Source: an optimization exercise on an open RTL-to-GDS flow (aim: small area). Production flows keep margins and buffers that such runs may drop. Function was checked by simulation only, so behaviour that the tests miss may differ from the original. No activity file was given, so power comes from the tool's default toggle rates.

==> flow/design.v <==
package sobol_gen_pkg;
  localparam int MAX_DIMS      = 8;
  localparam int FRACTION_BITS = 32;
  localparam int DIMS_W        = 4;
  localparam int CFG_ADDR_W    = 4;
  localparam int CFG_DATA_W    = 32;
  localparam logic [1:0] REG_DIMS    = 2'd0;
  localparam logic [1:0] REG_RUN_LEN = 2'd1;
  localparam logic [1:0] REG_SEEK    = 2'd2;
endpackage
module sobol_gen_cfg (
  input  logic        clk,
  input  logic        rst_n,
  input  logic        wr_en,
  input  logic [1:0]  reg_sel,
  input  logic [31:0] pwdata,
  input  logic [31:0] next_index,
  output logic [31:0] prdata,
  output logic [3:0]  dims,
  output logic [31:0] run_len
);
  always_ff @(posedge clk) begin
    if (!rst_n) begin
      dims    <= 4'd8;
      run_len <= '1;
    end else if (wr_en) begin
      if (reg_sel == sobol_gen_pkg::REG_DIMS)    dims    <= pwdata[3:0];
      if (reg_sel == sobol_gen_pkg::REG_RUN_LEN) run_len <= pwdata;
    end
  end
  always_comb begin
    case (reg_sel)
      sobol_gen_pkg::REG_DIMS:    prdata = {28'b0, dims};
      sobol_gen_pkg::REG_RUN_LEN: prdata = run_len;
      sobol_gen_pkg::REG_SEEK:    prdata = next_index;
      default:                    prdata = '0;
    endcase
  end
endmodule
module sobol_gen_core (
  input  logic [31:0]  u,
  output logic [255:0] w
);
  logic t32;
  logic t33;
  logic t34;
  logic t35;
  logic t36;
  logic t37;
  logic t38;
  logic t39;
  logic t40;
  logic t41;
  logic t42;
  logic t43;
  logic t44;
  logic t45;
  logic t46;
  logic t47;
  logic t48;
  logic t49;
  logic t50;
  logic t51;
  logic t52;
  logic t53;
  logic t54;
  logic t55;
  logic t56;
  logic t57;
  logic t58;
  logic t59;
  logic t60;
  logic t61;
  logic t62;
  logic t63;
  logic t64;
  logic t65;
  logic t66;
  logic t67;
  logic t68;
  logic t69;
  logic t70;
  logic t71;
  logic t72;
  logic t73;
  logic t74;
  logic t75;
  logic t76;
  logic t77;
  logic t78;
  logic t79;
  logic t80;
  logic t81;
  logic t82;
  logic t83;
  logic t84;
  logic t85;
  logic t86;
  logic t87;
  logic t88;
  logic t89;
  logic t90;
  logic t91;
  logic t92;
  logic t93;
  logic t94;
  logic t95;
  logic t96;
  logic t97;
  logic t98;
  logic t99;
  logic t100;
  logic t101;
  logic t102;
  logic t103;
  logic t104;
  logic t105;
  logic t106;
  logic t107;
  logic t108;
  logic t109;
  logic t110;
  logic t111;
  logic t112;
  logic t113;
  logic t114;
  logic t115;
  logic t116;
  logic t117;
  logic t118;
  logic t119;
  logic t120;
  logic t121;
  logic t122;
  logic t123;
  logic t124;
  logic t125;
  logic t126;
  logic t127;
  logic t128;
  logic t129;
  logic t130;
  logic t131;
  logic t132;
  logic t133;
  logic t134;
  logic t135;
  logic t136;
  logic t137;
  logic t138;
  logic t139;
  logic t140;
  logic t141;
  logic t142;
  logic t143;
  logic t144;
  logic t145;
  logic t146;
  logic t147;
  logic t148;
  logic t149;
  logic t150;
  logic t151;
  logic t152;
  logic t153;
  logic t154;
  logic t155;
  logic t156;
  logic t157;
  logic t158;
  logic t159;
  logic t160;
  logic t161;
  logic t162;
  logic t163;
  logic t164;
  logic t165;
  logic t166;
  logic t167;
  logic t168;
  logic t169;
  logic t170;
  logic t171;
  logic t172;
  logic t173;
  logic t174;
  logic t175;
  logic t176;
  logic t177;
  logic t178;
  logic t179;
  logic t180;
  logic t181;
  logic t182;
  logic t183;
  logic t184;
  logic t185;
  logic t186;
  logic t187;
  logic t188;
  logic t189;
  logic t190;
  logic t191;
  logic t192;
  logic t193;
  logic t194;
  logic t195;
  logic t196;
  logic t197;
  logic t198;
  logic t199;
  logic t200;
  logic t201;
  logic t202;
  logic t203;
  logic t204;
  logic t205;
  logic t206;
  logic t207;
  logic t208;
  logic t209;
  logic t210;
  logic t211;
  logic t212;
  logic t213;
  logic t214;
  logic t215;
  logic t216;
  logic t217;
  logic t218;
  logic t219;
  logic t220;
  logic t221;
  logic t222;
  logic t223;
  logic t224;
  logic t225;
  logic t226;
  logic t227;
  logic t228;
  logic t229;
  logic t230;
  logic t231;
  logic t232;
  logic t233;
  logic t234;
  logic t235;
  logic t236;
  logic t237;
  logic t238;
  logic t239;
  logic t240;
  logic t241;
  logic t242;
  logic t243;
  logic t244;
  logic t245;
  logic t246;
  logic t247;
  logic t248;
  logic t249;
  logic t250;
  logic t251;
  logic t252;
  logic t253;
  logic t254;
  logic t255;
  logic t256;
  logic t257;
  logic t258;
  logic t259;
  logic t260;
  logic t261;
  logic t262;
  logic t263;
  logic t264;
  logic t265;
  logic t266;
  logic t267;
  logic t268;
  logic t269;
  logic t270;
  logic t271;
  logic t272;
  logic t273;
  logic t274;
  logic t275;
  logic t276;
  logic t277;
  logic t278;
  logic t279;
  logic t280;
  logic t281;
  logic t282;
  logic t283;
  logic t284;
  logic t285;
  logic t286;
  logic t287;
  logic t288;
  logic t289;
  logic t290;
  logic t291;
  logic t292;
  logic t293;
  logic t294;
  logic t295;
  logic t296;
  logic t297;
  logic t298;
  logic t299;
  logic t300;
  logic t301;
  logic t302;
  logic t303;
  logic t304;
  logic t305;
  logic t306;
  logic t307;
  logic t308;
  logic t309;
  logic t310;
  logic t311;
  logic t312;
  logic t313;
  logic t314;
  logic t315;
  logic t316;
  logic t317;
  logic t318;
  logic t319;
  logic t320;
  logic t321;
  logic t322;
  logic t323;
  logic t324;
  logic t325;
  logic t326;
  logic t327;
  logic t328;
  logic t329;
  logic t330;
  logic t331;
  logic t332;
  logic t333;
  logic t334;
  logic t335;
  logic t336;
  logic t337;
  logic t338;
  logic t339;
  logic t340;
  logic t341;
  logic t342;
  logic t343;
  logic t344;
  logic t345;
  logic t346;
  logic t347;
  logic t348;
  logic t349;
  logic t350;
  logic t351;
  logic t352;
  logic t353;
  logic t354;
  logic t355;
  logic t356;
  logic t357;
  logic t358;
  logic t359;
  logic t360;
  logic t361;
  logic t362;
  logic t363;
  logic t364;
  logic t365;
  logic t366;
  logic t367;
  logic t368;
  logic t369;
  logic t370;
  logic t371;
  logic t372;
  logic t373;
  logic t374;
  logic t375;
  logic t376;
  logic t377;
  logic t378;
  logic t379;
  logic t380;
  logic t381;
  logic t382;
  logic t383;
  logic t384;
  logic t385;
  logic t386;
  logic t387;
  logic t388;
  logic t389;
  logic t390;
  logic t391;
  logic t392;
  logic t393;
  logic t394;
  logic t395;
  logic t396;
  logic t397;
  logic t398;
  logic t399;
  logic t400;
  logic t401;
  logic t402;
  logic t403;
  logic t404;
  logic t405;
  logic t406;
  logic t407;
  logic t408;
  logic t409;
  logic t410;
  logic t411;
  logic t412;
  logic t413;
  logic t414;
  logic t415;
  logic t416;
  logic t417;
  logic t418;
  logic t419;
  logic t420;
  logic t421;
  logic t422;
  logic t423;
  logic t424;
  logic t425;
  logic t426;
  logic t427;
  logic t428;
  logic t429;
  logic t430;
  logic t431;
  logic t432;
  logic t433;
  logic t434;
  logic t435;
  logic t436;
  logic t437;
  logic t438;
  logic t439;
  logic t440;
  logic t441;
  logic t442;
  logic t443;
  logic t444;
  logic t445;
  logic t446;
  logic t447;
  logic t448;
  logic t449;
  logic t450;
  logic t451;
  logic t452;
  logic t453;
  logic t454;
  logic t455;
  logic t456;
  logic t457;
  logic t458;
  logic t459;
  logic t460;
  logic t461;
  logic t462;
  logic t463;
  logic t464;
  logic t465;
  logic t466;
  logic t467;
  logic t468;
  logic t469;
  logic t470;
  logic t471;
  logic t472;
  logic t473;
  logic t474;
  logic t475;
  logic t476;
  logic t477;
  logic t478;
  logic t479;
  logic t480;
  logic t481;
  logic t482;
  logic t483;
  logic t484;
  logic t485;
  logic t486;
  logic t487;
  logic t488;
  logic t489;
  logic t490;
  logic t491;
  logic t492;
  logic t493;
  logic t494;
  logic t495;
  logic t496;
  logic t497;
  logic t498;
  logic t499;
  logic t500;
  logic t501;
  logic t502;
  logic t503;
  logic t504;
  logic t505;
  logic t506;
  logic t507;
  logic t508;
  logic t509;
  logic t510;
  logic t511;
  logic t512;
  logic t513;
  logic t514;
  logic t515;
  logic t516;
  logic t517;
  logic t518;
  logic t519;
  logic t520;
  logic t521;
  logic t522;
  logic t523;
  logic t524;
  logic t525;
  logic t526;
  logic t527;
  logic t528;
  logic t529;
  logic t530;
  logic t531;
  logic t532;
  logic t533;
  logic t534;
  logic t535;
  logic t536;
  logic t537;
  logic t538;
  logic t539;
  logic t540;
  logic t541;
  logic t542;
  logic t543;
  logic t544;
  logic t545;
  logic t546;
  logic t547;
  logic t548;
  logic t549;
  logic t550;
  logic t551;
  logic t552;
  logic t553;
  logic t554;
  logic t555;
  logic t556;
  logic t557;
  logic t558;
  logic t559;
  logic t560;
  logic t561;
  logic t562;
  logic t563;
  logic t564;
  logic t565;
  logic t566;
  logic t567;
  logic t568;
  logic t569;
  logic t570;
  logic t571;
  logic t572;
  logic t573;
  logic t574;
  logic t575;
  logic t576;
  logic t577;
  logic t578;
  logic t579;
  logic t580;
  logic t581;
  logic t582;
  logic t583;
  logic t584;
  logic t585;
  logic t586;
  logic t587;
  logic t588;
  logic t589;
  assign t32 = u[29] ^ u[31];
  assign t33 = u[22] ^ u[23];
  assign t34 = u[19] ^ u[27];
  assign t35 = u[18] ^ u[26];
  assign t36 = u[28] ^ u[30];
  assign t37 = u[24] ^ u[25];
  assign t38 = u[17] ^ u[21];
  assign t39 = u[14] ^ u[15];
  assign t40 = u[9] ^ u[13];
  assign t41 = u[16] ^ u[20];
  assign t42 = u[7] ^ u[11];
  assign t43 = t34 ^ t35;
  assign t44 = u[30] ^ t33;
  assign t45 = u[8] ^ u[12];
  assign t46 = u[4] ^ u[10];
  assign t47 = u[27] ^ u[31];
  assign t48 = t32 ^ t36;
  assign t49 = u[21] ^ u[22];
  assign t50 = u[25] ^ t32;
  assign t51 = u[15] ^ t34;
  assign t52 = u[14] ^ t35;
  assign t53 = u[5] ^ u[6];
  assign t54 = u[29] ^ t36;
  assign t55 = u[28] ^ u[29];
  assign t56 = t33 ^ t39;
  assign t57 = u[21] ^ u[23];
  assign t58 = t38 ^ t40;
  assign t59 = u[12] ^ u[13];
  assign t60 = u[19] ^ u[31];
  assign t61 = u[3] ^ t42;
  assign t62 = u[26] ^ u[30];
  assign t63 = u[24] ^ t41;
  assign t64 = u[13] ^ u[25];
  assign t65 = u[17] ^ u[18];
  assign t66 = u[11] ^ u[23];
  assign t67 = u[18] ^ t36;
  assign t68 = u[4] ^ u[20];
  assign t69 = u[22] ^ t45;
  assign t70 = u[8] ^ u[20];
  assign t71 = u[10] ^ u[11];
  assign t72 = t41 ^ t46;
  assign t73 = t37 ^ t38;
  assign t74 = u[26] ^ t36;
  assign t75 = u[31] ^ t44;
  assign t76 = u[9] ^ t38;
  assign t77 = u[10] ^ u[12];
  assign t78 = u[27] ^ u[29];
  assign t79 = u[11] ^ u[15];
  assign t80 = u[7] ^ t33;
  assign t81 = u[3] ^ t37;
  assign t82 = t52 ^ t70;
  assign t83 = u[24] ^ u[28];
  assign t84 = u[6] ^ t40;
  assign t85 = t43 ^ t56;
  assign t86 = u[2] ^ t72;
  assign t87 = u[23] ^ t51;
  assign t88 = t49 ^ t54;
  assign t89 = u[6] ^ t42;
  assign t90 = u[27] ^ t50;
  assign t91 = u[27] ^ t48;
  assign t92 = u[5] ^ u[13];
  assign t93 = u[26] ^ t37;
  assign t94 = t33 ^ t41;
  assign t95 = u[15] ^ t32;
  assign t96 = t53 ^ t68;
  assign t97 = u[14] ^ u[26];
  assign t98 = u[25] ^ t40;
  assign t99 = u[14] ^ u[22];
  assign t100 = u[1] ^ t58;
  assign t101 = u[8] ^ t55;
  assign t102 = u[19] ^ u[29];
  assign t103 = u[16] ^ t35;
  assign t104 = u[30] ^ t65;
  assign t105 = u[23] ^ u[31];
  assign t106 = t37 ^ t85;
  assign t107 = u[10] ^ u[17];
  assign t108 = u[19] ^ t32;
  assign t109 = u[12] ^ u[15];
  assign t110 = u[18] ^ u[22];
  assign t111 = u[30] ^ t43;
  assign t112 = u[0] ^ t61;
  assign t113 = t46 ^ t69;
  assign t114 = u[17] ^ t34;
  assign t115 = t47 ^ t62;
  assign t116 = u[17] ^ t37;
  assign t117 = u[16] ^ t67;
  assign t118 = u[9] ^ t32;
  assign t119 = t81 ^ t84;
  assign t120 = t39 ^ t45;
  assign t121 = u[21] ^ t44;
  assign t122 = u[7] ^ t46;
  assign t123 = u[23] ^ t32;
  assign t124 = u[0] ^ t49;
  assign t125 = u[1] ^ u[17];
  assign t126 = t43 ^ t75;
  assign t127 = t33 ^ t48;
  assign t128 = u[29] ^ t64;
  assign t129 = t33 ^ t71;
  assign t130 = u[22] ^ t41;
  assign t131 = u[5] ^ t57;
  assign t132 = u[2] ^ t39;
  assign t133 = u[6] ^ u[10];
  assign t134 = u[23] ^ t67;
  assign t135 = u[28] ^ t73;
  assign t136 = u[27] ^ t89;
  assign t137 = t54 ^ t64;
  assign t138 = t45 ^ t55;
  assign t139 = t60 ^ t83;
  assign t140 = t32 ^ t57;
  assign t141 = t33 ^ t97;
  assign t142 = u[18] ^ u[19];
  assign t143 = u[23] ^ t38;
  assign t144 = u[12] ^ t41;
  assign t145 = u[16] ^ t59;
  assign t146 = u[12] ^ t63;
  assign t147 = u[7] ^ t92;
  assign t148 = u[16] ^ t116;
  assign t149 = t40 ^ t131;
  assign t150 = u[3] ^ t82;
  assign t151 = t66 ^ t98;
  assign t152 = u[30] ^ u[31];
  assign t153 = t39 ^ t115;
  assign t154 = u[2] ^ u[4];
  assign t155 = u[16] ^ u[22];
  assign t156 = t34 ^ t63;
  assign t157 = u[1] ^ t124;
  assign t158 = t91 ^ t93;
  assign t159 = t58 ^ t89;
  assign t160 = u[25] ^ t74;
  assign t161 = u[24] ^ t113;
  assign t162 = t69 ^ t96;
  assign t163 = u[24] ^ t101;
  assign t164 = u[20] ^ u[28];
  assign t165 = u[19] ^ t92;
  assign t166 = t35 ^ t125;
  assign t167 = u[28] ^ t47;
  assign t168 = u[29] ^ t80;
  assign t169 = u[25] ^ t102;
  assign t170 = t48 ^ t59;
  assign t171 = t36 ^ t37;
  assign t172 = u[1] ^ t43;
  assign t173 = u[20] ^ t47;
  assign t174 = u[5] ^ u[15];
  assign t175 = u[25] ^ t76;
  assign t176 = u[27] ^ t32;
  assign t177 = u[8] ^ t86;
  assign t178 = u[11] ^ t150;
  assign t179 = u[20] ^ t56;
  assign t180 = u[12] ^ t52;
  assign t181 = t98 ^ t107;
  assign t182 = u[20] ^ t88;
  assign t183 = t61 ^ t87;
  assign t184 = u[9] ^ t65;
  assign t185 = u[13] ^ t50;
  assign t186 = t94 ^ t138;
  assign t187 = u[6] ^ u[7];
  assign t188 = u[11] ^ t51;
  assign t189 = u[10] ^ t35;
  assign t190 = u[8] ^ u[16];
  assign t191 = u[21] ^ t118;
  assign t192 = u[5] ^ t81;
  assign t193 = t53 ^ t76;
  assign t194 = t42 ^ t165;
  assign t195 = u[14] ^ t49;
  assign t196 = u[23] ^ t42;
  assign t197 = t38 ^ t44;
  assign t198 = t62 ^ t63;
  assign t199 = u[24] ^ t78;
  assign t200 = u[20] ^ u[22];
  assign t201 = u[21] ^ t96;
  assign t202 = u[26] ^ t55;
  assign t203 = u[28] ^ t177;
  assign t204 = t43 ^ t129;
  assign t205 = u[13] ^ t95;
  assign t206 = t66 ^ t104;
  assign t207 = t40 ^ t45;
  assign t208 = t39 ^ t136;
  assign t209 = t35 ^ t60;
  assign t210 = t108 ^ t166;
  assign t211 = t86 ^ t206;
  assign t212 = t49 ^ t55;
  assign t213 = t50 ^ t203;
  assign t214 = t95 ^ t103;
  assign t215 = t39 ^ t155;
  assign t216 = t44 ^ t214;
  assign t217 = t107 ^ t186;
  assign t218 = t175 ^ t204;
  assign t219 = u[15] ^ u[31];
  assign t220 = t34 ^ t151;
  assign t221 = u[8] ^ t75;
  assign t222 = u[19] ^ t175;
  assign t223 = t64 ^ t101;
  assign t224 = u[15] ^ t189;
  assign t225 = u[19] ^ t58;
  assign t226 = u[14] ^ u[16];
  assign t227 = t52 ^ t155;
  assign t228 = t38 ^ t161;
  assign t229 = u[31] ^ t66;
  assign t230 = u[26] ^ t114;
  assign t231 = t121 ^ t169;
  assign t232 = t112 ^ t174;
  assign t233 = u[14] ^ t181;
  assign t234 = u[29] ^ t63;
  assign t235 = u[11] ^ t53;
  assign t236 = t38 ^ t130;
  assign t237 = t141 ^ t159;
  assign t238 = t119 ^ t211;
  assign t239 = t119 ^ t122;
  assign t240 = u[29] ^ t58;
  assign t241 = t33 ^ t59;
  assign t242 = t64 ^ t102;
  assign t243 = u[7] ^ t87;
  assign t244 = u[24] ^ t61;
  assign t245 = u[27] ^ t135;
  assign t246 = t51 ^ t217;
  assign t247 = t179 ^ t184;
  assign t248 = t113 ^ t210;
  assign t249 = t74 ^ t122;
  assign t250 = t139 ^ t190;
  assign t251 = t46 ^ t112;
  assign t252 = t71 ^ t158;
  assign t253 = u[19] ^ t79;
  assign t254 = u[5] ^ t251;
  assign t255 = u[23] ^ t47;
  assign t256 = u[22] ^ t167;
  assign t257 = u[26] ^ t90;
  assign t258 = u[31] ^ t117;
  assign t259 = u[2] ^ t41;
  assign t260 = t34 ^ t45;
  assign t261 = t42 ^ t44;
  assign t262 = t47 ^ t238;
  assign t263 = t95 ^ t147;
  assign t264 = t215 ^ t249;
  assign t265 = t34 ^ t152;
  assign t266 = t53 ^ t57;
  assign t267 = t40 ^ t120;
  assign t268 = t35 ^ t161;
  assign t269 = t46 ^ t178;
  assign t270 = t106 ^ t187;
  assign t271 = t190 ^ t225;
  assign t272 = t45 ^ t83;
  assign t273 = u[4] ^ t61;
  assign t274 = t38 ^ t137;
  assign t275 = t60 ^ t94;
  assign t276 = t51 ^ t93;
  assign t277 = t34 ^ t105;
  assign t278 = t69 ^ t116;
  assign t279 = t37 ^ t58;
  assign t280 = t170 ^ t201;
  assign t281 = t79 ^ t192;
  assign t282 = t60 ^ t117;
  assign t283 = u[11] ^ t146;
  assign t284 = u[13] ^ t53;
  assign t285 = t72 ^ t193;
  assign t286 = t121 ^ t257;
  assign t287 = t126 ^ t133;
  assign t288 = t73 ^ t173;
  assign t289 = t126 ^ t148;
  assign t290 = t155 ^ t234;
  assign t291 = t100 ^ t183;
  assign t292 = t40 ^ t90;
  assign t293 = u[6] ^ t120;
  assign t294 = u[18] ^ t68;
  assign t295 = u[27] ^ t88;
  assign t296 = u[6] ^ t80;
  assign t297 = t57 ^ t253;
  assign t298 = u[12] ^ t124;
  assign t299 = t57 ^ t119;
  assign t300 = t74 ^ t120;
  assign t301 = u[31] ^ t160;
  assign t302 = t266 ^ t269;
  assign t303 = u[18] ^ u[30];
  assign t304 = t179 ^ t272;
  assign t305 = t83 ^ t152;
  assign t306 = t108 ^ t193;
  assign t307 = t80 ^ t201;
  assign t308 = t63 ^ t204;
  assign t309 = u[20] ^ t59;
  assign t310 = t32 ^ t104;
  assign t311 = u[13] ^ t103;
  assign t312 = u[10] ^ t186;
  assign t313 = t77 ^ t247;
  assign t314 = t157 ^ t239;
  assign t315 = t55 ^ t57;
  assign t316 = t221 ^ t259;
  assign t317 = u[21] ^ t33;
  assign t318 = t54 ^ t285;
  assign t319 = u[25] ^ t209;
  assign t320 = t77 ^ t195;
  assign t321 = t82 ^ t149;
  assign t322 = t111 ^ t298;
  assign t323 = t38 ^ t64;
  assign t324 = u[17] ^ u[29];
  assign t325 = u[28] ^ t99;
  assign t326 = t60 ^ t196;
  assign t327 = t264 ^ t279;
  assign t328 = t51 ^ t191;
  assign t329 = u[30] ^ t199;
  assign t330 = u[17] ^ t275;
  assign t331 = u[31] ^ t37;
  assign t332 = t80 ^ t222;
  assign t333 = u[15] ^ t47;
  assign t334 = t44 ^ t234;
  assign t335 = t100 ^ t106;
  assign t336 = u[2] ^ u[14];
  assign t337 = u[9] ^ t106;
  assign t338 = u[29] ^ u[30];
  assign t339 = t68 ^ t132;
  assign t340 = u[0] ^ t137;
  assign t341 = u[31] ^ t43;
  assign t342 = t79 ^ t128;
  assign t343 = t75 ^ t231;
  assign t344 = t75 ^ t311;
  assign t345 = u[19] ^ t178;
  assign t346 = t100 ^ t296;
  assign t347 = t248 ^ t281;
  assign t348 = u[30] ^ t47;
  assign t349 = t142 ^ t315;
  assign t350 = t48 ^ t94;
  assign t351 = u[14] ^ t62;
  assign t352 = t147 ^ t341;
  assign t353 = t168 ^ t276;
  assign t354 = t180 ^ t244;
  assign t355 = u[17] ^ t130;
  assign t356 = t50 ^ t143;
  assign t357 = t171 ^ t320;
  assign t358 = u[25] ^ t329;
  assign t359 = t212 ^ t354;
  assign t360 = t163 ^ t237;
  assign t361 = t32 ^ t172;
  assign t362 = t156 ^ t293;
  assign t363 = u[28] ^ t90;
  assign t364 = t53 ^ t86;
  assign t365 = u[25] ^ t256;
  assign t366 = t192 ^ t336;
  assign t367 = t77 ^ t99;
  assign t368 = t37 ^ t44;
  assign t369 = t41 ^ t78;
  assign t370 = t120 ^ t299;
  assign t371 = t70 ^ t184;
  assign t372 = t194 ^ t213;
  assign t373 = u[10] ^ t168;
  assign t374 = t123 ^ t198;
  assign t375 = t188 ^ t207;
  assign t376 = t65 ^ t368;
  assign t377 = t53 ^ t111;
  assign t378 = u[31] ^ t183;
  assign t379 = t141 ^ t372;
  assign t380 = t42 ^ t321;
  assign t381 = u[26] ^ t185;
  assign t382 = t230 ^ t334;
  assign t383 = u[1] ^ t345;
  assign t384 = t51 ^ t310;
  assign t385 = u[24] ^ t344;
  assign t386 = t325 ^ t361;
  assign t387 = u[13] ^ t56;
  assign t388 = t197 ^ t226;
  assign t389 = t250 ^ t346;
  assign t390 = t253 ^ t326;
  assign t391 = t47 ^ t55;
  assign t392 = t145 ^ t349;
  assign t393 = t61 ^ t162;
  assign t394 = t34 ^ t149;
  assign t395 = u[30] ^ t133;
  assign t396 = u[2] ^ u[26];
  assign t397 = t105 ^ t182;
  assign t398 = t207 ^ t307;
  assign t399 = u[8] ^ t318;
  assign t400 = u[25] ^ t114;
  assign t401 = t33 ^ t37;
  assign t402 = t88 ^ t156;
  assign t403 = t60 ^ t254;
  assign t404 = t159 ^ t312;
  assign t405 = t261 ^ t306;
  assign t406 = u[20] ^ t376;
  assign t407 = t84 ^ t359;
  assign t408 = t371 ^ t373;
  assign t409 = u[15] ^ t129;
  assign t410 = u[25] ^ t127;
  assign t411 = t50 ^ t291;
  assign t412 = t335 ^ t364;
  assign t413 = t224 ^ t332;
  assign t414 = t93 ^ t182;
  assign t415 = t34 ^ t356;
  assign t416 = t157 ^ t294;
  assign t417 = t135 ^ t403;
  assign t418 = u[23] ^ t43;
  assign t419 = t59 ^ t353;
  assign t420 = u[27] ^ t407;
  assign t421 = u[26] ^ t123;
  assign t422 = t381 ^ t409;
  assign t423 = t34 ^ t121;
  assign t424 = t56 ^ t340;
  assign t425 = u[19] ^ t49;
  assign t426 = t76 ^ t174;
  assign t427 = t109 ^ t197;
  assign t428 = t228 ^ t352;
  assign t429 = t274 ^ t383;
  assign t430 = t128 ^ t243;
  assign t431 = u[30] ^ t200;
  assign t432 = t206 ^ t242;
  assign t433 = t85 ^ t323;
  assign t434 = u[17] ^ t108;
  assign t435 = t39 ^ t75;
  assign t436 = u[17] ^ t109;
  assign t437 = t241 ^ t245;
  assign t438 = u[3] ^ t78;
  assign t439 = u[20] ^ t265;
  assign t440 = t56 ^ t280;
  assign t441 = t148 ^ t375;
  assign t442 = t73 ^ t439;
  assign t443 = u[23] ^ u[25];
  assign t444 = t132 ^ t287;
  assign t445 = u[2] ^ t360;
  assign t446 = t59 ^ t270;
  assign t447 = t208 ^ t223;
  assign t448 = u[31] ^ t74;
  assign t449 = t83 ^ t109;
  assign t450 = t151 ^ t154;
  assign t451 = t49 ^ t331;
  assign t452 = u[23] ^ t142;
  assign t453 = t45 ^ t412;
  assign t454 = u[12] ^ t258;
  assign t455 = t38 ^ t393;
  assign t456 = u[20] ^ t231;
  assign t457 = t118 ^ t322;
  assign t458 = t61 ^ t444;
  assign t459 = u[28] ^ t37;
  assign t460 = t426 ^ t438;
  assign t461 = t73 ^ t216;
  assign t462 = u[20] ^ t33;
  assign t463 = t47 ^ t449;
  assign t464 = t114 ^ t185;
  assign t465 = t50 ^ t427;
  assign t466 = t34 ^ t66;
  assign t467 = t196 ^ t240;
  assign t468 = u[23] ^ t202;
  assign t469 = u[7] ^ t440;
  assign t470 = u[22] ^ t62;
  assign t471 = t64 ^ t117;
  assign t472 = t145 ^ t273;
  assign t473 = t166 ^ t316;
  assign t474 = t377 ^ t450;
  assign t475 = t232 ^ t473;
  assign t476 = u[22] ^ t189;
  assign t477 = t73 ^ t350;
  assign t478 = t122 ^ t260;
  assign t479 = t194 ^ t396;
  assign t480 = t47 ^ t79;
  assign t481 = t46 ^ t82;
  assign t482 = t252 ^ t267;
  assign t483 = u[18] ^ t405;
  assign t484 = t386 ^ t472;
  assign t485 = u[18] ^ t388;
  assign t486 = t37 ^ t209;
  assign t487 = t233 ^ t418;
  assign t488 = u[13] ^ t297;
  assign t489 = t246 ^ t284;
  assign t490 = t72 ^ t419;
  assign t491 = u[5] ^ t220;
  assign t492 = t319 ^ t455;
  assign t493 = t187 ^ t435;
  assign t494 = u[22] ^ t203;
  assign t495 = u[6] ^ t481;
  assign t496 = t110 ^ t208;
  assign t497 = t366 ^ t408;
  assign t498 = t314 ^ t454;
  assign t499 = t144 ^ t474;
  assign t500 = t77 ^ t87;
  assign t501 = t162 ^ t172;
  assign t502 = u[7] ^ t487;
  assign t503 = t39 ^ t229;
  assign t504 = u[15] ^ u[23];
  assign t505 = t235 ^ t437;
  assign t506 = u[31] ^ t171;
  assign t507 = t173 ^ t300;
  assign t508 = t51 ^ t498;
  assign t509 = t79 ^ t292;
  assign t510 = u[29] ^ t337;
  assign t511 = t77 ^ t139;
  assign t512 = u[25] ^ t54;
  assign t513 = t205 ^ t236;
  assign t514 = t339 ^ t457;
  assign t515 = t50 ^ t167;
  assign t516 = u[26] ^ t54;
  assign t517 = t84 ^ t103;
  assign t518 = t195 ^ t309;
  assign t519 = t66 ^ t460;
  assign t520 = t52 ^ t505;
  assign t521 = t342 ^ t501;
  assign t522 = t97 ^ t434;
  assign t523 = t83 ^ t176;
  assign t524 = u[30] ^ t32;
  assign t525 = t52 ^ t181;
  assign t526 = u[28] ^ u[31];
  assign t527 = t34 ^ t410;
  assign t528 = t55 ^ t446;
  assign t529 = t169 ^ t302;
  assign t530 = t43 ^ t477;
  assign t531 = t48 ^ t453;
  assign t532 = t424 ^ t478;
  assign t533 = t278 ^ t517;
  assign t534 = t97 ^ t494;
  assign t535 = u[10] ^ t483;
  assign t536 = t57 ^ t486;
  assign t537 = t32 ^ t423;
  assign t538 = t57 ^ t263;
  assign t539 = u[7] ^ t464;
  assign t540 = t39 ^ t402;
  assign t541 = t63 ^ t117;
  assign t542 = u[27] ^ t74;
  assign t543 = t71 ^ t153;
  assign t544 = u[15] ^ t330;
  assign t545 = t43 ^ t398;
  assign t546 = u[18] ^ t367;
  assign t547 = t36 ^ t82;
  assign t548 = t128 ^ t351;
  assign t549 = t369 ^ t370;
  assign t550 = t85 ^ t129;
  assign t551 = u[28] ^ t88;
  assign t552 = t227 ^ t511;
  assign t553 = u[5] ^ t411;
  assign t554 = t55 ^ t140;
  assign t555 = t37 ^ t134;
  assign t556 = t110 ^ t399;
  assign t557 = u[11] ^ t271;
  assign t558 = t56 ^ t75;
  assign t559 = u[9] ^ t357;
  assign t560 = t112 ^ t531;
  assign t561 = t416 ^ t447;
  assign t562 = t125 ^ t379;
  assign t563 = t198 ^ t500;
  assign t564 = t140 ^ t164;
  assign t565 = t39 ^ t170;
  assign t566 = t191 ^ t362;
  assign t567 = t47 ^ t283;
  assign t568 = t35 ^ t182;
  assign t569 = t105 ^ t400;
  assign t570 = t164 ^ t421;
  assign t571 = t304 ^ t479;
  assign t572 = t144 ^ t510;
  assign t573 = t62 ^ t503;
  assign t574 = t180 ^ t417;
  assign t575 = t134 ^ t288;
  assign t576 = u[20] ^ t546;
  assign t577 = t91 ^ t380;
  assign t578 = u[25] ^ t48;
  assign t579 = t199 ^ t436;
  assign t580 = t154 ^ t389;
  assign t581 = u[21] ^ t387;
  assign t582 = t110 ^ t395;
  assign t583 = u[3] ^ t428;
  assign t584 = u[7] ^ t394;
  assign t585 = t74 ^ t91;
  assign t586 = t58 ^ t163;
  assign t587 = u[8] ^ t308;
  assign t588 = t99 ^ t557;
  assign t589 = t111 ^ t355;
  assign w[0] = u[31];
  assign w[1] = u[30];
  assign w[2] = u[29];
  assign w[3] = u[28];
  assign w[4] = u[27];
  assign w[5] = u[26];
  assign w[6] = u[25];
  assign w[7] = u[24];
  assign w[8] = u[23];
  assign w[9] = u[22];
  assign w[10] = u[21];
  assign w[11] = u[20];
  assign w[12] = u[19];
  assign w[13] = u[18];
  assign w[14] = u[17];
  assign w[15] = u[16];
  assign w[16] = u[15];
  assign w[17] = u[14];
  assign w[18] = u[13];
  assign w[19] = u[12];
  assign w[20] = u[11];
  assign w[21] = u[10];
  assign w[22] = u[9];
  assign w[23] = u[8];
  assign w[24] = u[7];
  assign w[25] = u[6];
  assign w[26] = u[5];
  assign w[27] = u[4];
  assign w[28] = u[3];
  assign w[29] = u[2];
  assign w[30] = u[1];
  assign w[31] = u[0];
  assign w[32] = u[31];
  assign w[33] = t152;
  assign w[34] = t32;
  assign w[35] = t48;
  assign w[36] = t47;
  assign w[37] = t115;
  assign w[38] = t90;
  assign w[39] = t158;
  assign w[40] = t105;
  assign w[41] = t75;
  assign w[42] = t140;
  assign w[43] = t397;
  assign w[44] = t277;
  assign w[45] = t126;
  assign w[46] = t415;
  assign w[47] = t530;
  assign w[48] = t219;
  assign w[49] = t558;
  assign w[50] = t205;
  assign w[51] = t565;
  assign w[52] = t480;
  assign w[53] = t543;
  assign w[54] = t509;
  assign w[55] = t482;
  assign w[56] = t390;
  assign w[57] = t493;
  assign w[58] = t538;
  assign w[59] = t469;
  assign w[60] = t378;
  assign w[61] = t458;
  assign w[62] = t553;
  assign w[63] = t560;
  assign w[64] = u[31];
  assign w[65] = u[30];
  assign w[66] = t524;
  assign w[67] = t54;
  assign w[68] = t176;
  assign w[69] = t74;
  assign w[70] = t301;
  assign w[71] = t358;
  assign w[72] = t255;
  assign w[73] = t470;
  assign w[74] = t286;
  assign w[75] = t414;
  assign w[76] = t343;
  assign w[77] = t541;
  assign w[78] = t575;
  assign w[79] = t382;
  assign w[80] = t504;
  assign w[81] = t99;
  assign w[82] = t581;
  assign w[83] = t518;
  assign w[84] = t488;
  assign w[85] = t576;
  assign w[86] = t313;
  assign w[87] = t588;
  assign w[88] = t326;
  assign w[89] = t582;
  assign w[90] = t535;
  assign w[91] = t556;
  assign w[92] = t519;
  assign w[93] = t534;
  assign w[94] = t562;
  assign w[95] = t508;
  assign w[96] = u[31];
  assign w[97] = t152;
  assign w[98] = u[29];
  assign w[99] = u[28];
  assign w[100] = t391;
  assign w[101] = t516;
  assign w[102] = t515;
  assign w[103] = t506;
  assign w[104] = u[23];
  assign w[105] = u[22];
  assign w[106] = t317;
  assign w[107] = t462;
  assign w[108] = t425;
  assign w[109] = t452;
  assign w[110] = t143;
  assign w[111] = t130;
  assign w[112] = t544;
  assign w[113] = t485;
  assign w[114] = t513;
  assign w[115] = t392;
  assign w[116] = t466;
  assign w[117] = t476;
  assign w[118] = t218;
  assign w[119] = t587;
  assign w[120] = t413;
  assign w[121] = t496;
  assign w[122] = t491;
  assign w[123] = t268;
  assign w[124] = t583;
  assign w[125] = t499;
  assign w[126] = t347;
  assign w[127] = t561;
  assign w[128] = u[31];
  assign w[129] = u[30];
  assign w[130] = t32;
  assign w[131] = t48;
  assign w[132] = t91;
  assign w[133] = t542;
  assign w[134] = t512;
  assign w[135] = t523;
  assign w[136] = t105;
  assign w[137] = t75;
  assign w[138] = t551;
  assign w[139] = t564;
  assign w[140] = t537;
  assign w[141] = t568;
  assign w[142] = t569;
  assign w[143] = t289;
  assign w[144] = t461;
  assign w[145] = t540;
  assign w[146] = t385;
  assign w[147] = t465;
  assign w[148] = t188;
  assign w[149] = t550;
  assign w[150] = t525;
  assign w[151] = t441;
  assign w[152] = t502;
  assign w[153] = t533;
  assign w[154] = t584;
  assign w[155] = t545;
  assign w[156] = t492;
  assign w[157] = t262;
  assign w[158] = t521;
  assign w[159] = t574;
  assign w[160] = u[31];
  assign w[161] = t152;
  assign w[162] = t338;
  assign w[163] = t526;
  assign w[164] = t348;
  assign w[165] = t585;
  assign w[166] = t160;
  assign w[167] = t305;
  assign w[168] = t123;
  assign w[169] = t127;
  assign w[170] = t295;
  assign w[171] = t570;
  assign w[172] = t527;
  assign w[173] = t536;
  assign w[174] = t406;
  assign w[175] = t374;
  assign w[176] = t333;
  assign w[177] = t153;
  assign w[178] = t548;
  assign w[179] = t463;
  assign w[180] = t573;
  assign w[181] = t422;
  assign w[182] = t559;
  assign w[183] = t507;
  assign w[184] = t430;
  assign w[185] = t528;
  assign w[186] = t520;
  assign w[187] = t490;
  assign w[188] = t420;
  assign w[189] = t497;
  assign w[190] = t580;
  assign w[191] = t532;
  assign w[192] = u[31];
  assign w[193] = t152;
  assign w[194] = t524;
  assign w[195] = u[28];
  assign w[196] = t167;
  assign w[197] = t448;
  assign w[198] = t578;
  assign w[199] = t459;
  assign w[200] = t443;
  assign w[201] = t401;
  assign w[202] = t451;
  assign w[203] = t431;
  assign w[204] = t456;
  assign w[205] = t555;
  assign w[206] = t442;
  assign w[207] = t589;
  assign w[208] = t87;
  assign w[209] = t85;
  assign w[210] = t433;
  assign w[211] = t146;
  assign w[212] = t567;
  assign w[213] = t563;
  assign w[214] = t572;
  assign w[215] = t586;
  assign w[216] = t467;
  assign w[217] = t404;
  assign w[218] = t489;
  assign w[219] = t495;
  assign w[220] = t529;
  assign w[221] = t445;
  assign w[222] = t484;
  assign w[223] = t475;
  assign w[224] = u[31];
  assign w[225] = u[30];
  assign w[226] = u[29];
  assign w[227] = u[28];
  assign w[228] = u[27];
  assign w[229] = t202;
  assign w[230] = t363;
  assign w[231] = t329;
  assign w[232] = t468;
  assign w[233] = t365;
  assign w[234] = t554;
  assign w[235] = t290;
  assign w[236] = t60;
  assign w[237] = t303;
  assign w[238] = t324;
  assign w[239] = t282;
  assign w[240] = t384;
  assign w[241] = t522;
  assign w[242] = t471;
  assign w[243] = t579;
  assign w[244] = t432;
  assign w[245] = t552;
  assign w[246] = t328;
  assign w[247] = t547;
  assign w[248] = t539;
  assign w[249] = t566;
  assign w[250] = t577;
  assign w[251] = t327;
  assign w[252] = t549;
  assign w[253] = t571;
  assign w[254] = t429;
  assign w[255] = t514;
endmodule
module sobol_sequence_generator_top #(
  parameter int NUM_DIMS = 8
) (
  input  logic                                 clk,
  input  logic                                 rst_n,
  input  logic                                 in_valid,
  output logic                                 in_stall,
  input  logic                                 in_restart,
  output logic                                 out_valid,
  input  logic                                 out_stall,
  output logic [31:0]                          out_point_index,
  output logic                                 out_last_point,
  output logic [31:0]                          out_coord_0,
  output logic [31:0]                          out_coord_1,
  output logic [31:0]                          out_coord_2,
  output logic [31:0]                          out_coord_3,
  output logic [31:0]                          out_coord_4,
  output logic [31:0]                          out_coord_5,
  output logic [31:0]                          out_coord_6,
  output logic [31:0]                          out_coord_7,
  input  logic                                 psel,
  input  logic                                 penable,
  input  logic                                 pwrite,
  input  logic [sobol_gen_pkg::CFG_ADDR_W-1:0] paddr,
  input  logic [sobol_gen_pkg::CFG_DATA_W-1:0] pwdata,
  output logic [sobol_gen_pkg::CFG_DATA_W-1:0] prdata,
  output logic                                 pready
);
  logic        in_valid_r, out_valid_r, restart_r, lst, sk;
  logic [31:0] idx;
  logic [3:0]  dims;
  logic [31:0] run_len;
  logic        load, in_take, clr, last, wr_en, seek_we, cin;
  logic [32:0] cy;       
  logic [31:0] nxt;      
  logic [31:0] n_new;    
  logic [31:0] gray;
  logic [255:0] w;
  logic [31:0] csa_s;
  logic [32:0] csa_c, csa_sum;
  assign pready  = 1'b1;
  assign wr_en   = psel & penable & pwrite;
  assign seek_we = wr_en & (paddr[3:2] == sobol_gen_pkg::REG_SEEK);
  sobol_gen_cfg u_cfg (
    .clk        (clk),
    .rst_n      (rst_n),
    .wr_en      (wr_en),
    .reg_sel    (paddr[3:2]),
    .pwdata     (pwdata),
    .next_index (lst ? 32'd0 : nxt),
    .prdata     (prdata),
    .dims       (dims),
    .run_len    (run_len)
  );
  assign load     = in_valid_r & (~out_valid_r | ~out_stall);
  assign in_stall = in_valid_r & ~load;
  assign in_take  = in_valid & ~in_stall;
  assign clr      = restart_r | lst;
  assign cin      = ~sk;
  for (genvar i = 0; i <= 32; i++) begin : g_cy
    if (i == 0) begin : g_lo
      assign cy[i] = cin;
    end else begin : g_hi
      assign cy[i] = cin & (&idx[i-1:0]);
    end
  end
  assign nxt   = idx ^ cy[31:0];
  assign n_new = clr ? 32'd0 : nxt;
  always_comb begin
    for (int i = 0; i < 32; i++) begin
      if (i == 1) csa_s[i] = ~(n_new[i] ^ ~run_len[i]);
      else        csa_s[i] = n_new[i] ^ ~run_len[i];
    end
    csa_c[0] = 1'b0;
    for (int i = 0; i < 32; i++) begin
      if (i == 1) csa_c[i+1] = n_new[i] | ~run_len[i];
      else        csa_c[i+1] = n_new[i] & ~run_len[i];
    end
  end
  assign csa_sum = {1'b0, csa_s} + {1'b0, csa_c[31:0]};
  assign last    = csa_sum[32] | csa_c[32];
  always_ff @(posedge clk) begin
    if (!rst_n) begin
      in_valid_r  <= 1'b0;
      out_valid_r <= 1'b0;
      lst         <= 1'b1;
      sk          <= 1'b0;
    end else begin
      in_valid_r  <= in_take | (in_valid_r & ~load);
      out_valid_r <= load | (out_valid_r & out_stall);
      if (seek_we) begin
        lst <= 1'b0;
        sk  <= 1'b1;
      end else if (load) begin
        lst <= last;
        sk  <= 1'b0;
      end
    end
  end
  always_ff @(posedge clk) begin
    if (in_take) restart_r <= in_restart;
    if (seek_we)   idx <= pwdata;
    else if (load) idx <= n_new;
  end
  assign gray = idx ^ {1'b0, idx[31:1]};
  sobol_gen_core u_core (
    .u (gray),
    .w (w)
  );
  assign out_valid       = out_valid_r;
  assign out_point_index = idx;
  assign out_last_point  = lst;
  assign out_coord_0     = (dims > 4'd0) ? w[0*32 +: 32] : 32'd0;
  assign out_coord_1     = (dims > 4'd1) ? w[1*32 +: 32] : 32'd0;
  assign out_coord_2     = (dims > 4'd2) ? w[2*32 +: 32] : 32'd0;
  assign out_coord_3     = (dims > 4'd3) ? w[3*32 +: 32] : 32'd0;
  assign out_coord_4     = (dims > 4'd4) ? w[4*32 +: 32] : 32'd0;
  assign out_coord_5     = (dims > 4'd5) ? w[5*32 +: 32] : 32'd0;
  assign out_coord_6     = (dims > 4'd6) ? w[6*32 +: 32] : 32'd0;
  assign out_coord_7     = (dims > 4'd7) ? w[7*32 +: 32] : 32'd0;
endmodule
==> flow/flow/run.sh <==
#!/bin/bash
# The standard layout (standard.sh: ORFS with the standard flow's config), except that
# the port buffers buffer_ports inserts are the smallest buffer, buf_1,
# instead of the tool's default pick. Every port still gets its buffer.
set -euo pipefail
bash standard.sh 'BUFFER_PORTS_ARGS=-buffer_cell sky130_fd_sc_hd__buf_1' finish > orfs_make.log 2>&1
==> flow/standard.sh <==
#!/bin/bash
# synth_recipe.tcl (not shown) runs the flow's synth.tcl, then flattens the netlist and writes it again
# the make line also repeats each setting of config.mk as NAME=value (left out here)
make -C /OpenROAD-flow-scripts/flow DESIGN_CONFIG=/design/flow/config.mk WORK_HOME=/design/flow/orfs CLKGATE_MAP_FILE= SYNTH_SCRIPT=/design/flow/synth_recipe.tcl "${@:-finish}"
==> flow/config.mk <==
export PLATFORM = sky130hd
export DESIGN_NAME = sobol_sequence_generator_top
export DESIGN_NICKNAME = sobol_sequence_generator_top
export VERILOG_FILES = /design/flow/design.v
export SDC_FILE = /design/flow/constraint.sdc
export NUM_CORES = 4
export LEC_CHECK = 0
export CAP_MARGIN = 20
export CORE_MARGIN = 2
export CORE_UTILIZATION = 40
export CTS_BUF_LIST = sky130_fd_sc_hd__clkbuf_8
export PLACE_DENSITY = 0.6
export SLEW_MARGIN = 20
==> flow/constraint.sdc <==
create_clock -name core_clock -period 7.0 [get_ports {clk}]
set_input_delay 1.4000 -clock core_clock [delete_from_list [all_inputs] [get_ports {clk}]]
set_output_delay 1.4000 -clock core_clock [all_outputs]
set_load 0.01 [all_outputs]
==> summary.txt, run 1 <==
The final layout net count is 1947. The static power due to leakage is 5.542 nW. Based on the critical path, the design can be clocked at up to 0.1863 GHz. The worst endpoint data arrival time came out at 3.97 ns. When the netlist entered floorplanning its net count stood at 1628. The worst-case clock skew is 0.01356 ns. The transition time at the pin with the least slew margin came out at 1.110 ns.

The number of failing hold endpoints at the final stage came out at 0. In this run the vertical extent of the chip is 176.6 um. After filler insertion, the fill cell instance count of the layout stands at 3135.

The count of max-cap constraint violations is 0. The post-synthesis cell area is 0.01192 mm^2. Relative to the synthesized area, the layout overhead comes to 18.17%. The kind of path behind the tightest hold check is register to register.

The post-cts sizing count is 0. The quantity of I/O buffers inserted on ports came out at 364. In the routed design, unresolved DRC markers number 0. The cell sitting at the root of the clock tree is a sky130_fd_sc_hd__clkbuf_8. The final period utilization is 0.7669.

The max-slew headroom at the worst pin is 0.2546. The largest family of logic cells by synthesized area is XOR/XNOR gates. The maximum fanout count along the critical path is 7.

The fraction of registers with async set/reset is 0. The total number of vias came out at 11640. The DRC violation total after the first TritonRoute iteration is 760.

Summed over all layers, the global routing overflow is 0. The final critical delay including setup and external delays is 5.368 ns. STA classifies the critical path endpoint as an output port. The area fraction in compound gates after synthesis is 0.07264.

The global-route wire length before repair is 72020 um. The clock latency on the worst-skew pair is 0.37 ns. The global placement routability congestion is 0.9285. Wires add up to 50570 um.

The critical path is of the register to output port type. Yosys mapped the design onto 46 distinct sky130hd cell types. The kind of cell with the highest combined delay along the critical path is XOR/XNOR gates.

The residual antenna-violating net count after detailed routing came out at 0. TritonCTS built the clock tree. After clock tree synthesis, the setup repair step added 0 buffers. The area of the core region is 0.02948 mm^2. The number of global-route vias before repair was 11210. Setup repair after global routing left no endpoint under its margin. The power density of the placed cells came out at 370.0 mW/mm^2. The width of the die came out at 176.6 um.

The slowest stage of the critical path is the sky130_fd_sc_hd__xnor2_2 cell. The overall die area came out at 0.03119 mm^2. Synthesis produced 1507 cells. The H-tree level count came out at 3. By area the synthesized netlist is led by sky130_fd_sc_hd__xnor2_1 (32%), sky130_fd_sc_hd__xor2_1 (11%), sky130_fd_sc_hd__edfxtp_1 (8.3%). The number of ports placed on the die boundary is 368. The total number of placement rows is 63. The final setup violation count came out at 0. The worst register-to-register path begins at idx[6]$_DFFE_PP_.

The register bit count reported by yosys came out at 73. The signal on the critical path passes through xnor2_2, xnor2_2, xor2_1, xor2_1, xnor2_1, and2_1, buf_1. The initial antenna violation count is 2. The number of inserted diodes is 0. The run finished with no timing, DRC or antenna violations.

The source of the critical timing path is idx[27]$_DFFE_PP_. The number of buffers and inverters on the critical path is 1. The multiplexer share of the synthesized area came out at 0.008608. The fraction of synthesized cell area in xor and xnor cells is 0.4790. The clock-pin slew of the registers on the worst-case setup and hold paths came out at 0.09 ns. The initial cell density of the core came out at 0.4043. The share of the core filled with cells in the final layout is 0.4778. The detail-routed via count per cell is 5.239. The area fraction of the dominant cell type after synthesis came out at 0.3204. The post-layout total power came out at 5.211 mW. The prevailing post-synth register cell is sky130_fd_sc_hd__dfxtp_1.

The count of flip-flops with a built-in enable after synthesis is 33. The biggest cell delay along the critical path came out at 0.75 ns. Of the total synthesized cell area, the portion taken by AND, OR, NAND and NOR gates is 0.1623. The maximum number of pins on one net before global-route repair is 63. The detailed placement HPWL came out at 38740 um.

The worst setup path is launched from a register. The total routing usage reported by global routing is 0.3145. The maximum resistive drop on vdd came out at 160.6 uV. Buffers inserted during clock tree synthesis total 9.

The number of buffers inserted for hold repair after clock tree synthesis is 0. The Yosys step of the flow raised 2 warnings. The routed wirelength normalized by instance count is 22.77 um.

The post-synthesis cell type with the largest combined area is sky130_fd_sc_hd__xnor2_1. The number of pins with negative max-slew slack in the final report came out at 0. In this run the most critical hold path is launched from u_cfg.run_len[0]$_SDFFE_PN1P_. The number of clock sinks seen by CTS is 73. The fraction of final layout cells with drive strength greater than 1 is 0.06772. The average instance area after synthesis is 7.909 um^2. On the final layout, the worst hold slack is 0.5080 ns.

The maximum number of buffers from clock root to sink came out at 2. The number of optimization iterations in the first detailed-route pass is 6. The sum of negative setup slack came out at 0 ns.

For the worst setup path, the data required time is 5.60 ns. Of the total synthesized cell area, the portion taken by full adders, half adders and majority gates is 0.08083. Of the synthesized area, sequential elements account for 0.1503.
[synthesized netlist by cell type (2+ instances only)]
| library cell | n |
|---|---|
| sky130_fd_sc_hd__a2111oi_0 | 2 |
| sky130_fd_sc_hd__a21o_1 | 7 |
| sky130_fd_sc_hd__a21oi_1 | 17 |
| sky130_fd_sc_hd__a31oi_1 | 2 |
| sky130_fd_sc_hd__and2_1 | 8 |
| sky130_fd_sc_hd__and3_1 | 5 |
| sky130_fd_sc_hd__buf_1 | 10 |
| sky130_fd_sc_hd__buf_2 | 15 |
| sky130_fd_sc_hd__buf_4 | 2 |
| sky130_fd_sc_hd__clkbuf_1 | 72 |
| sky130_fd_sc_hd__dfxtp_1 | 40 |
| sky130_fd_sc_hd__edfxtp_1 | 33 |
| sky130_fd_sc_hd__ha_1 | 77 |
| sky130_fd_sc_hd__inv_1 | 35 |
| sky130_fd_sc_hd__inv_2 | 5 |
| sky130_fd_sc_hd__mux2_2 | 2 |
| sky130_fd_sc_hd__mux2i_1 | 8 |
| sky130_fd_sc_hd__nand2_1 | 115 |
| sky130_fd_sc_hd__nand2b_1 | 4 |
| sky130_fd_sc_hd__nand3_1 | 12 |
| sky130_fd_sc_hd__nand4_1 | 8 |
| sky130_fd_sc_hd__nor2_1 | 262 |
| sky130_fd_sc_hd__nor2b_1 | 32 |
| sky130_fd_sc_hd__nor3b_1 | 2 |
| sky130_fd_sc_hd__o211ai_1 | 31 |
| sky130_fd_sc_hd__o21a_1 | 3 |
| sky130_fd_sc_hd__o21ai_0 | 36 |
| sky130_fd_sc_hd__o22ai_1 | 4 |
| sky130_fd_sc_hd__o31ai_1 | 29 |
| sky130_fd_sc_hd__or2_2 | 7 |
| sky130_fd_sc_hd__xnor2_1 | 436 |
| sky130_fd_sc_hd__xnor2_2 | 19 |
| sky130_fd_sc_hd__xnor2_4 | 4 |
| sky130_fd_sc_hd__xor2_1 | 143 |
| sky130_fd_sc_hd__xor2_2 | 7 |
| sky130_fd_sc_hd__xor2_4 | 3 |
[layout make-up]
cell class | instances | area (um^2) | share of cell area
well taps | 390 | 488.0 | 0.03465
clock inverters | 7 | 132.6 | 0.009416
inverters | 40 | 150.1 | 0.01066
clock buffers | 9 | 123.9 | 0.008795
multi-input cells | 1295 | 9709 | 0.6893
flip-flops and latches | 73 | 1792 | 0.1272
repair buffers | 407 | 1689 | 0.1199
[report_power, final]
group          internal, mW  switching (mW)
registers             0.465          0.0327
logic                  1.66            2.61
clock network         0.270           0.172
[layer usage]
metal / share of wire / global-route usage
met1: 0.41 / 0.3844
met2: 0.47 / 0.5350
met3: 0.071 / 0.05305
met5: 0.00051 / 0
met4: 0.048 / 0.1529
[flip-flops by register name, summed over array words and instances (netlist names)]
name           count
sk                 1
restart_r          1
u_cfg.run_len     32
idx               32
u_cfg.dims         4
out_valid_r        1
lst                1
in_valid_r         1
[worst min-delay path: stages (launching register included)]
cell,delay (ns)
sky130_fd_sc_hd__dfxtp_1,0.33
sky130_fd_sc_hd__nand2_1,0.06
sky130_fd_sc_hd__nand3_1,0.07
[cells in the final DEF, fill, tap and decap left out, drive strengths merged, types with 4 or more instances in the layout]
| master | instances |
|---|---|
| nand4 | 8 |
| a21oi | 17 |
| o31ai | 29 |
| xor2 | 153 |
| nor2b | 32 |
| nand2b | 4 |
| nor2 | 262 |
| bufinv | 4 |
| buf | 407 |
| nand3 | 12 |
| or2 | 8 |
| ha | 77 |
| dfxtp | 40 |
| inv | 40 |
| nand2 | 115 |
| and2 | 8 |
| clkbuf | 9 |
| mux2i | 8 |
| o21ai | 36 |
| o22ai | 4 |
| o211ai | 31 |
| xnor2 | 459 |
| and3 | 5 |
| a21o | 7 |
| edfxtp | 33 |
[cells by family (layout without fill, tap and decap cells)]
| logic type | Yosys count | after routing |
|---|---|---|
| xor+xnor | 613 | 613 |
| simple gates | 461 | 461 |
| buf+inv | 139 | 463 |
| compound gates | 133 | 133 |
| fa+ha+maj | 77 | 77 |
| flops | 73 | 73 |
| mux | 10 | 10 |
| other cells | 1 | 1 |
[final timing paths]
check,endpoint,slack [ns],depth (start not counted)
max,out_coord_7[6],1.63,7
min,u_cfg.run_len[0]$_SDFFE_PN1P_,0.51,2
max reg2reg,lst$_SDFFE_PN1P_,2.37,15
min reg2reg,u_cfg.run_len[0]$_SDFFE_PN1P_,0.51,2
[stage by stage]
stage | setup slack (ns) | cells | instance area, um^2
after global routing | 1.493 | 2221 | 14080
after global placement | 2.098 | 2205 | 13820
after CTS | 1.678 | 2221 | 14080
after floorplan | 2.713 | 1507 | 11920
final | 1.632 | 2221 | 14080
after detailed placement | 2.096 | 2205 | 13820
==> run 2: changes to the inputs <==
--- a/flow/config.mk
+++ b/flow/config.mk
@@ -9,5 +9,5 @@
 export CORE_MARGIN = 2
-export CORE_UTILIZATION = 40
+export CORE_UTILIZATION = 65
 export CTS_BUF_LIST = sky130_fd_sc_hd__clkbuf_8
-export PLACE_DENSITY = 0.6
+export PLACE_DENSITY = 0.8
 export SLEW_MARGIN = 20
==> run 2 against run 1 <==
Net effect:
- still clean
- combinational power decreased by 2%
- synthesized area unchanged
- register-to-register slack improved by 0.16 ns
- global-route usage increased by 13 points
- flip-flop and latch count unchanged
- synthesized cell count unchanged
- first-iteration DRC count increased by 48%
- clock power decreased by 22%
- clock-buffer cell count unchanged
- die area decreased by 38%
- worst hold slack got worse by 0.0023 ns
- non-clock buffer count decreased by 8
- largest power group unchanged
==> summary.txt, run 2 <==
Leaving out fill and tap cells, the most frequent cell in the layout is sky130_fd_sc_hd__xnor2_1. The sequential area share after synthesis came out at 0.1503. The number of pins with negative max-slew slack in the final report is 0. The average instance area after synthesis is 7.909 um^2. The fraction of registers with async set/reset is 0. In the layout the commonest cells are sky130_fd_sc_hd__xnor2_1 (431), sky130_fd_sc_hd__buf_1 (364), sky130_fd_sc_hd__nor2_1 (258).

Clock tree synthesis found a total of 73 sinks. The clock-pin slew of the registers on the worst-case setup and hold paths is 0.08 ns. At the end of the flow, the number of nets in the layout was 1939. The post-synthesis cell type with the largest combined area is sky130_fd_sc_hd__xnor2_1.

STA classifies the critical path startpoint as a register. The maximum resistive drop on vdd is 400.0 uV. The number of ports placed on the die boundary is 368.

The required time of the worst setup path is 5.60 ns. The detail-routed via count per cell is 5.836. The count of yosys warnings during synthesis is 2. The endpoint identified for the worst register-to-register timing path is lst$_SDFFE_PN1P_. Buffers added to address setup during post-CTS repair amount to 0.

In the post-synthesis netlist, the cell with the most instances is sky130_fd_sc_hd__xnor2_1. TritonCTS built the clock tree. The total number of vias came out at 11980. The synthesized instance count is 1507. The growth of design area from synthesis to finish is 15.28%. The global-route wire length before repair came out at 66610 um. In this run the critical register-to-register path is launched from idx[12]$_DFFE_PP_. Static timing analysis puts the maximum clock frequency at 0.1803 GHz. The maximum fanout count along the critical path is 12. After detailed routing, the number of remaining DRC violations is 0.

Setup repair after global routing left no endpoint under its margin. The critical path is of the register to output port type. The die height is 139.4 um.

The clock passes through at most 2 buffers. The area of the core region came out at 0.01796 mm^2. The largest registers in the layout are idx (32), u_cfg.run_len (32), u_cfg.dims (4). The H-tree level count came out at 3.

The power density of the placed cells came out at 365.5 mW/mm^2. The final period utilization is 0.7924. The post-cts sizing count is 0.

Hold repair after CTS inserted 0 buffers. The prevailing post-synth register cell is sky130_fd_sc_hd__dfxtp_1. The min-delay analysis places its worst path in the category register to register. The global placement routability congestion is 1.043. The max-slew headroom at the worst pin came out at 0.1931. The detailed placement HPWL came out at 33340 um. The fraction of final layout cells with drive strength greater than 1 came out at 0.06034. The worst-case clock skew came out at 0.008916 ns.

The number of inserted diodes is 0. The cell area that synthesis handed to floorplanning was 0.01192 mm^2. In this run the remaining antenna-violating nets after routing total 0.

The count of flip-flops with a built-in enable after synthesis is 33. The clock latency on the worst-skew pair is 0.35 ns. The maximum number of pins on one net before global-route repair is 64. The fill cell instance count of the final layout came out at 1410. Counting instances in the post-synthesis netlist gives the leading cell types as sky130_fd_sc_hd__xnor2_1 (436), sky130_fd_sc_hd__nor2_1 (262), sky130_fd_sc_hd__xor2_1 (143), sky130_fd_sc_hd__nand2_1 (115), sky130_fd_sc_hd__ha_1 (77). Across the run, the number of max-cap violations was 0. The worst setup path endpoint is out_coord_6[21]. The final setup violation count came out at 0.

The number of global-route vias before repair is 11670. The cell sitting at the root of the clock tree is a sky130_fd_sc_hd__clkbuf_8. The DRC violation total after the first TritonRoute iteration is 1121. The overall die area is 0.01944 mm^2. The transition time at the pin with the least slew margin is 1.202 ns. The initial antenna violation count came out at 0. The internal reg-to-reg setup slack is 2.53 ns. The static power due to leakage is 5.465 nW. In the global route stage, overall resource usage came out at 0.4418. Buffers inserted during clock tree synthesis total 9. In the post-synthesis netlist, the biggest area contributors are sky130_fd_sc_hd__xnor2_1 (32%), sky130_fd_sc_hd__xor2_1 (11%), sky130_fd_sc_hd__edfxtp_1 (8.3%). The width of the die is 139.4 um. Synthesis inferred 73 register bits. In this run the worst setup path begins at idx[16]$_DFFE_PP_. The run finished with no timing, DRC or antenna violations. The count of buffers added on input and output ports is 364.

The remaining global-route overflow came out at 0. The number of nets in the synthesized netlist came out at 1628. The sum of negative setup slack came out at 0 ns. The area fraction of the dominant cell type after synthesis is 0.3204. The endpoint type of the worst setup path is an output port. The number of failing hold endpoints at the final stage came to 0. The number of optimization iterations in the first detailed-route pass is 5. The total wire length after detailed routing came out at 44310 um. Counting I/O delays and the setup requirement, the final critical path takes 5.547 ns. The count of unique library cells instantiated by Yosys is 46. The worst endpoint data arrival time came out at 4.15 ns.

The worst slack on hold paths is 0.5057 ns. The worst-case reg-to-reg path depth is 16. The total number of placement rows is 49.

The initial cell density of the core is 0.6635. The routed wirelength normalized by instance count came out at 21.59 um.
## run 2: cell counts after synthesis
No cell type changed its count.
## run 2: kinds of logic after synthesis
kind of cell | after synthesis | share of synthesized area
AOI/OAI and AO/OA | 133 | 0.07264
muxes | 10 | 0.008608
adders and majority gates | 77 | 0.08083
buffers and inverters | 139 | 0.04598
other | 1 | 0.0003146
and+or+nand+nor | 461 | 0.1623
DFF | 73 | 0.1503
xor gates and xnor gates | 613 | 0.4790
## run 2: worst max-delay path, stage by stage (launching register included)
cell and delay [ns]:
sky130_fd_sc_hd__edfxtp_1 0.56, sky130_fd_sc_hd__ha_1 0.72, sky130_fd_sc_hd__xnor2_2 0.70, sky130_fd_sc_hd__xor2_1 0.76, sky130_fd_sc_hd__xor2_1 0.42, sky130_fd_sc_hd__xor2_1 0.25
sky130_fd_sc_hd__xnor2_1 0.14, sky130_fd_sc_hd__nor2_1 0.05, sky130_fd_sc_hd__buf_1 0.17
## run 2: worst min path at each step
stage	from	to	slack, ns	depth (start not counted)
5_1_grt	u_cfg.run_len[0]$_SDFFE_PN1P_	u_cfg.run_len[0]$_SDFFE_PN1P_	0.54	2
3_5_place_dp	u_cfg.run_len[0]$_SDFFE_PN1P_	u_cfg.run_len[0]$_SDFFE_PN1P_	0.50	2
3_3_place_gp	u_cfg.run_len[0]$_SDFFE_PN1P_	u_cfg.run_len[0]$_SDFFE_PN1P_	0.49	2
2_1_floorplan	u_cfg.run_len[0]$_SDFFE_PN1P_	u_cfg.run_len[0]$_SDFFE_PN1P_	0.46	2
6_report	u_cfg.run_len[0]$_SDFFE_PN1P_	u_cfg.run_len[0]$_SDFFE_PN1P_	0.51	2
4_1_cts	u_cfg.run_len[0]$_SDFFE_PN1P_	u_cfg.run_len[0]$_SDFFE_PN1P_	0.51	2
## run 2: power breakdown
part           internal [mW]  switching [mW]  total (mW)  leakage (nW)
logic                   1.66            2.52        4.18          4.71
clock network          0.195           0.150       0.344         0.108
registers              0.465          0.0333       0.499         0.647
## run 2: area by class of cell
| class | count | area [um^2] | share of cell area |
|---|---|---|---|
| multi-input combinational | 1295 | 9681 | 0.7045 |
| inverter | 40 | 150.1 | 0.01093 |
| clock buffer | 9 | 123.9 | 0.009015 |
| timing repair buffer | 399 | 1629 | 0.1186 |
| clock inverter | 7 | 78.83 | 0.005737 |
| sequential | 73 | 1792 | 0.1304 |
| tap | 229 | 286.5 | 0.02085 |
## run 2: routing by layer
layer	routed length [um]	vias up	track usage	share of wire
met5	0	-	0	0
met1	16160	5527	0.5323	0.36
met2	20630	828	0.7190	0.47
met4	3017	0	0.3137	0.068
met3	4499	199	0.07020	0.10
li1	-	5421	-	-
## run 2: per-stage QoR
step           area, um^2  utilization  instances  power, mW  setup slack [ns]
2_1_floorplan       11920            -       1507      3.376             2.713
3_3_place_gp        13530       0.7529       2036      4.579             1.999
3_5_place_dp        13530       0.7529       2036      4.618             1.936
4_1_cts             13730       0.7642       2052      4.963             1.540
5_1_grt             13740       0.7649       2052      5.304             1.380
6_report            13740       0.7649       2052      5.022             1.453

-- re-timing with driven ports --
The results above use ideal ports. As a check the final layouts listed here were re-extracted and re-timed, cells and wires unchanged.
Step 1 assumes that a clkbuf_16 drives the clock port and a buf_2 every other input.
Step 2 also shifts input and output timing later by t, the mid clock arrival at the registers, as if the neighbouring blocks saw the same clock.
Three values: ideal ports, drivers, drivers and shift; two values: the first two.
run	shift t [ns]	setup slack, ns	worst data-port slew with drivers (ns)
run 1	0.397	1.632 / 1.597 / 1.994	0.07
run 2	0.385	1.453 / 1.419 / 1.803	0.04
After both steps every run listed still meets setup and hold.
